This is an optimization exercise on Yosys and OpenROAD, whose aim is small area, not a production implementation. The RTL was checked by simulation tests, not by an equivalence proof against the original design.

==> exp/violet: inputs <==
## stream_cfg_queue
module stream_cfg_queue #(
    parameter int CFGMEM_SIZE = 4,
    parameter int N_AGE       = 8,
    parameter int NBIT_WORD   = 32,
    parameter int LOG2_N_AGE  = $clog2(N_AGE),
    parameter int NBIT_CNT    = $clog2(CFGMEM_SIZE + 1)
) (
    input  logic                                   clk_i,
    input  logic                                   rst_n_i,
    input  logic                                   flush_i,
    input  logic                                   wr_en_i,
    input  logic [LOG2_N_AGE-1:0]                  wr_age_i,
    input  logic [NBIT_WORD-1:0]                   wr_data_i,
    input  logic                                   commit_i,
    input  logic                                   cfg_next_i,
    output logic [CFGMEM_SIZE*N_AGE*NBIT_WORD-1:0] cfgmem_content_o,
    output logic [NBIT_CNT-1:0]                    count_o,
    output logic                                   empty_o,
    output logic                                   full_o,
    output logic                                   err_overflow_o,
    output logic                                   err_underflow_o
);
    localparam int NSLOT = CFGMEM_SIZE + 1;
    localparam logic [NBIT_CNT-1:0] FULL_CNT = NBIT_CNT'(CFGMEM_SIZE);
    logic [NSLOT-1:0][N_AGE-1:0][NBIT_WORD-1:0] slot_q, slot_d;
    logic [NSLOT-1:0][N_AGE-1:0] vld_q, vld_d;
    logic [NBIT_CNT-1:0] count_q, count_d;
    logic                err_ovf_q, err_unf_q;
    logic                is_empty, is_full;
    logic                do_push, do_pop;
    logic [NBIT_CNT-1:0] tgt;       
    logic [NBIT_WORD-1:0] wd_n;
    assign is_empty = (count_q == '0);
    assign is_full  = (count_q == FULL_CNT);
    assign do_pop   = cfg_next_i && !is_empty;
    assign do_push  = commit_i && (!is_full || cfg_next_i);
    assign tgt      = do_pop ? (count_q - 1'b1) : count_q;
    assign wd_n     = ~wr_data_i;
    always_comb begin
        if (do_push && !do_pop) begin
            count_d = count_q + 1'b1;
        end else if (do_pop && !do_push) begin
            count_d = count_q - 1'b1;
        end else begin
            count_d = count_q;
        end
    end
    for (genvar k = 0; k < NSLOT; k++) begin : g_slot
        for (genvar a = 0; a < N_AGE; a++) begin : g_word
  ...
==> module stream_cfg_queue, before the edit <==
module stream_cfg_queue #(
    parameter int CFGMEM_SIZE = 4,
    parameter int N_AGE       = 8,
    parameter int NBIT_WORD   = 32,
    parameter int LOG2_N_AGE  = $clog2(N_AGE),
    parameter int NBIT_CNT    = $clog2(CFGMEM_SIZE + 1)
) (
    input  logic                                   clk_i,
    input  logic                                   rst_n_i,
    input  logic                                   flush_i,
    input  logic                                   wr_en_i,
    input  logic [LOG2_N_AGE-1:0]                  wr_age_i,
    input  logic [NBIT_WORD-1:0]                   wr_data_i,
    input  logic                                   commit_i,
    input  logic                                   cfg_next_i,
    output logic [CFGMEM_SIZE*N_AGE*NBIT_WORD-1:0] cfgmem_content_o,
    output logic [NBIT_CNT-1:0]                    count_o,
    output logic                                   empty_o,
    output logic                                   full_o,
    output logic                                   err_overflow_o,
    output logic                                   err_underflow_o
);
    localparam int NSLOT = CFGMEM_SIZE + 1;
    localparam logic [NBIT_CNT-1:0] FULL_CNT = NBIT_CNT'(CFGMEM_SIZE);
    logic [NSLOT-1:0][N_AGE-1:0][NBIT_WORD-1:0] slot_q, slot_d;
    logic [NSLOT-1:0][N_AGE-1:0] vld_q, vld_d;
    logic [NBIT_CNT-1:0] count_q, count_d;
    logic                err_ovf_q, err_unf_q;
    logic                is_empty, is_full;
    logic                do_push, do_pop;
    logic [NBIT_CNT-1:0] tgt;       
    logic [NBIT_WORD-1:0] wd_n;
    assign is_empty = (count_q == '0);
    assign is_full  = (count_q == FULL_CNT);
    assign do_pop   = cfg_next_i && !is_empty;
    assign do_push  = commit_i && (!is_full || cfg_next_i);
    assign tgt      = do_pop ? (count_q - 1'b1) : count_q;
    assign wd_n     = ~wr_data_i;
    always_comb begin
        if (do_push && !do_pop) begin
            count_d = count_q + 1'b1;
        end else if (do_pop && !do_push) begin
            count_d = count_q - 1'b1;
        end else begin
            count_d = count_q;
        end
    end
    for (genvar k = 0; k < NSLOT; k++) begin : g_slot
        for (genvar a = 0; a < N_AGE; a++) begin : g_word
            logic wsel;
            assign wsel = wr_en_i && (wr_age_i == LOG2_N_AGE'(a)) && (tgt == NBIT_CNT'(k));
            if (k < NSLOT - 1) begin : g_shift
                assign slot_d[k][a] = ~(({NBIT_WORD{!do_pop && !wsel}} & ~slot_q[k][a]) |
                                        ({NBIT_WORD{do_pop && !wsel}}  & ~slot_q[k+1][a]) |
                                        ({NBIT_WORD{wsel}}             & wd_n));
            end else begin : g_top
                assign slot_d[k][a] = ~(({NBIT_WORD{!wsel}} & ~slot_q[k][a]) |
                                        ({NBIT_WORD{wsel}}  & wd_n));
            end
            logic vld_up;
            if (k < NSLOT - 1) begin : g_vup
                assign vld_up = vld_q[k+1][a];
            end else begin : g_vtop
                assign vld_up = 1'b0;
            end
            assign vld_d[k][a] = !flush_i && !(commit_i && (count_d == NBIT_CNT'(k))) &&
                                 (wsel || (do_pop ? vld_up : vld_q[k][a]));
            if (k < CFGMEM_SIZE) begin : g_out
                assign cfgmem_content_o[(k*N_AGE+a)*NBIT_WORD +: NBIT_WORD] =
                    ~(~slot_q[k][a] | {NBIT_WORD{!(vld_q[k][a] && (count_q > NBIT_CNT'(k)))}});
            end
        end
    end
    always_ff @(posedge clk_i) begin
        slot_q <= slot_d;
    end
    always_ff @(posedge clk_i or negedge rst_n_i) begin
        if (!rst_n_i) begin
            vld_q     <= '0;
            count_q   <= '0;
            err_ovf_q <= 1'b0;
            err_unf_q <= 1'b0;
        end else begin
            vld_q     <= vld_d;
            count_q   <= flush_i ? '0 : count_d;
            err_ovf_q <= !flush_i && (err_ovf_q || (commit_i && is_full && !cfg_next_i));
            err_unf_q <= !flush_i && (err_unf_q || (cfg_next_i && is_empty));
        end
    end
    assign count_o         = count_q;
    assign empty_o         = is_empty;
    assign full_o          = is_full;
    assign err_overflow_o  = err_ovf_q;
    assign err_underflow_o = err_unf_q;
endmodule
make LEC_CHECK=0 CAP_MARGIN=20 CORE_MARGIN=2 CORE_UTILIZATION=40 SLEW_MARGIN=20 finish   # period 4.0 ns
run.sh (not shown) runs the stock make flow with config.mk's settings and CLKGATE_MAP_FILE= SYNTH_SCRIPT=/design/flow/synth_recipe.tcl, a recipe that flattens the netlist after the stock synthesis.
==> exp/onyx: changes against exp/violet <==
==> flow/design.v (replaced) <==
module stream_cfg_queue #(
    parameter int CFGMEM_SIZE = 4,
    parameter int N_AGE       = 8,
    parameter int NBIT_WORD   = 32,
    parameter int LOG2_N_AGE  = $clog2(N_AGE),
    parameter int NBIT_CNT    = $clog2(CFGMEM_SIZE + 1)
) (
    input  logic                                   clk_i,
    input  logic                                   rst_n_i,
    input  logic                                   flush_i,
    input  logic                                   wr_en_i,
    input  logic [LOG2_N_AGE-1:0]                  wr_age_i,
    input  logic [NBIT_WORD-1:0]                   wr_data_i,
    input  logic                                   commit_i,
    input  logic                                   cfg_next_i,
    output logic [CFGMEM_SIZE*N_AGE*NBIT_WORD-1:0] cfgmem_content_o,
    output logic [NBIT_CNT-1:0]                    count_o,
    output logic                                   empty_o,
    output logic                                   full_o,
    output logic                                   err_overflow_o,
    output logic                                   err_underflow_o
);
    localparam int NSLOT = CFGMEM_SIZE + 1;
    localparam logic [NBIT_CNT-1:0] FULL_CNT = NBIT_CNT'(CFGMEM_SIZE);
    logic [NSLOT-1:0][N_AGE-1:0][NBIT_WORD-1:0] slot_n_q, slot_n_d;
    logic [NSLOT-1:0][N_AGE-1:0][NBIT_WORD-1:0] slot;
    logic [NBIT_CNT-1:0] count_q, count_d;
    logic                err_ovf_q, err_unf_q;
    logic                stale_q;
    logic                is_empty, is_full;
    logic                do_push, do_pop;
    logic [NBIT_CNT-1:0] tgt;       
    assign is_empty = (count_q == '0);
    assign is_full  = (count_q == FULL_CNT);
    assign do_pop   = cfg_next_i && !is_empty;
    assign do_push  = commit_i && (!is_full || cfg_next_i);
    assign tgt      = do_pop ? (count_q - 1'b1) : count_q;
    assign slot     = ~slot_n_q;
    always_comb begin
        if (do_push && !do_pop) begin
            count_d = count_q + 1'b1;
        end else if (do_pop && !do_push) begin
            count_d = count_q - 1'b1;
        end else begin
            count_d = count_q;
        end
    end
    logic [NSLOT-1:0][N_AGE-1:0] sel_h, sel_s, sel_w;
    stream_cfg_queue_sel #(
        .NSLOT     (NSLOT),
        .N_AGE     (N_AGE),
        .LOG2_N_AGE(LOG2_N_AGE),
        .NBIT_CNT  (NBIT_CNT)
    ) u_sel (
        .flush_i  (flush_i),
        .wr_en_i  (wr_en_i),
        .wr_age_i (wr_age_i),
        .commit_i (commit_i),
        .do_pop_i (do_pop),
        .stale_i  (stale_q),
        .tgt_i    (tgt),
        .count_d_i(count_d),
        .sel_h_o  (sel_h),
        .sel_s_o  (sel_s),
        .sel_w_o  (sel_w)
    );
    for (genvar k = 0; k < NSLOT; k++) begin : g_slot
        for (genvar a = 0; a < N_AGE; a++) begin : g_word
            if (k < NSLOT - 1) begin : g_shift
                assign slot_n_d[k][a] = ~(({NBIT_WORD{sel_h[k][a]}} & slot[k][a]) |
                                          ({NBIT_WORD{sel_s[k][a]}} & slot[k+1][a]) |
                                          ({NBIT_WORD{sel_w[k][a]}} & wr_data_i));
            end else begin : g_top
                assign slot_n_d[k][a] = ~(({NBIT_WORD{sel_h[k][a]}} & slot[k][a]) |
                                          ({NBIT_WORD{sel_w[k][a]}} & wr_data_i));
            end
        end
    end
    always_ff @(posedge clk_i) begin
        slot_n_q <= slot_n_d;
    end
    always_ff @(posedge clk_i or negedge rst_n_i) begin
        if (!rst_n_i) begin
            count_q   <= '0;
            err_ovf_q <= 1'b0;
            err_unf_q <= 1'b0;
            stale_q   <= 1'b1;
        end else begin
            count_q   <= flush_i ? '0 : count_d;
            err_ovf_q <= !flush_i && (err_ovf_q || (commit_i && is_full && !cfg_next_i));
            err_unf_q <= !flush_i && (err_unf_q || (cfg_next_i && is_empty));
            stale_q   <= 1'b0;
        end
    end
    for (genvar k = 0; k < CFGMEM_SIZE; k++) begin : g_out
        logic hide;
        assign hide = !(count_q > NBIT_CNT'(k));
        assign cfgmem_content_o[k*N_AGE*NBIT_WORD +: N_AGE*NBIT_WORD] =
            ~(slot_n_q[k] | {(N_AGE*NBIT_WORD){hide}});
    end
    assign count_o         = count_q;
    assign empty_o         = is_empty;
    assign full_o          = is_full;
    assign err_overflow_o  = err_ovf_q;
    assign err_underflow_o = err_unf_q;
endmodule
module stream_cfg_queue_sel #(
    parameter int NSLOT      = 5,
    parameter int N_AGE      = 8,
    parameter int LOG2_N_AGE = 3,
    parameter int NBIT_CNT   = 3
) (
    input  logic                        flush_i,
    input  logic                        wr_en_i,
    input  logic [LOG2_N_AGE-1:0]       wr_age_i,
    input  logic                        commit_i,
    input  logic                        do_pop_i,
    input  logic                        stale_i,
    input  logic [NBIT_CNT-1:0]         tgt_i,
    input  logic [NBIT_CNT-1:0]         count_d_i,
    output logic [NSLOT-1:0][N_AGE-1:0] sel_h_o,
    output logic [NSLOT-1:0][N_AGE-1:0] sel_s_o,
    output logic [NSLOT-1:0][N_AGE-1:0] sel_w_o
);
    for (genvar k = 0; k < NSLOT; k++) begin : g_slot
        logic clr;
        assign clr = flush_i || (commit_i && (count_d_i == NBIT_CNT'(k)));
        for (genvar a = 0; a < N_AGE; a++) begin : g_word
            logic w;
            assign w = !clr && wr_en_i && (wr_age_i == LOG2_N_AGE'(a)) && (tgt_i == NBIT_CNT'(k));
            assign sel_w_o[k][a] = w;
            if (k == 0) begin : g_bottom
                assign sel_h_o[k][a] = !clr && !w && !do_pop_i && !stale_i;
            end else begin : g_above
                assign sel_h_o[k][a] = !clr && !w && !do_pop_i;
            end
            if (k < NSLOT - 1) begin : g_shift
                assign sel_s_o[k][a] = !clr && !w && do_pop_i;
            end else begin : g_top
                assign sel_s_o[k][a] = 1'b0;
            end
        end
    end
endmodule
==> flow/flow/run.sh (new file) <==
#!/bin/bash
# The standard layout, with the smallest buffer (buf_1) on every input and output
# port instead of the one buffer_ports picks by default.
set -uo pipefail
export BUFFER_PORTS_ARGS="-buffer_cell sky130_fd_sc_hd__buf_1"
if ! bash standard.sh > standard.log 2>&1; then
  tail -40 standard.log
  exit 1
fi
==> flow/standard.sh (new file) <==
#!/bin/bash
# synth_recipe.tcl (not shown) runs the flow's synth.tcl, then flattens the netlist and writes it again
# the make line also repeats each setting of config.mk as NAME=value (left out here)
make -C /OpenROAD-flow-scripts/flow DESIGN_CONFIG=/design/flow/config.mk WORK_HOME=/design/flow/orfs CLKGATE_MAP_FILE= SYNTH_SCRIPT=/design/flow/synth_recipe.tcl "${@:-finish}"
ABC_AREA = 1   (was unset)
CORE_UTILIZATION = 60   (was 40)
SYNTH_HIERARCHICAL = 1   (was unset)
removed: flow/run.sh
==> notes.md <==
Run status: exp/violet finished with violations; exp/onyx aborted with a tool error
Stage where the flow stopped: exp/violet -; exp/onyx I/O pin placement (3_2_place_iop)
Violated checks: exp/violet setup timing; exp/onyx -
Die Span X: exp/violet 397 um; exp/onyx 294 um
Die Height: exp/violet 397 um; exp/onyx 294 um
Initial Util: exp/violet 40.2%; exp/onyx 60.4%
Number of placement rows: exp/violet 144; exp/onyx 106
Synthesized cell area: exp/violet 61900 sq um; exp/onyx 50300 sq um
Synthesized area divided by synthesized cell count: exp/violet 8.63 sq um; exp/onyx 8.59 sq um
Synth Net Count: exp/violet 7221; exp/onyx 5907
Cells after synthesis: exp/violet 7174; exp/onyx 5860
Yosys warning total: exp/violet 1; exp/onyx 7

-- port drivers added, routing unchanged --
The results above use ideal ports. As a check the final layout listed here was re-extracted and re-timed, cells and wires unchanged. Step 1 sets driving cells, clkbuf_16 on the clock port and buf_2 on the other inputs (assumed; they add their load-dependent delay and slew). Step 2 times the ports against the registers' clock, not the clock port: input delays grow and output delays shrink by t, the midpoint of the rising clock arrivals with the driver on. Three values: no drivers, after step 1, after step 2; two values: the first two.
run: exp/violet
shift t [ns]: 0.863
setup WS [ns]: -0.018 / -0.104 / -0.008
hold WS [ns]: 0.111 / 0.054 / 0.489
latest minus earliest clock arrival (ns): 0.034 / 0.034
pins driven straight from the clock port: 1
The setup slack of exp/violet moves by -0.086 ns with the drivers and by +0.010 ns with both steps.
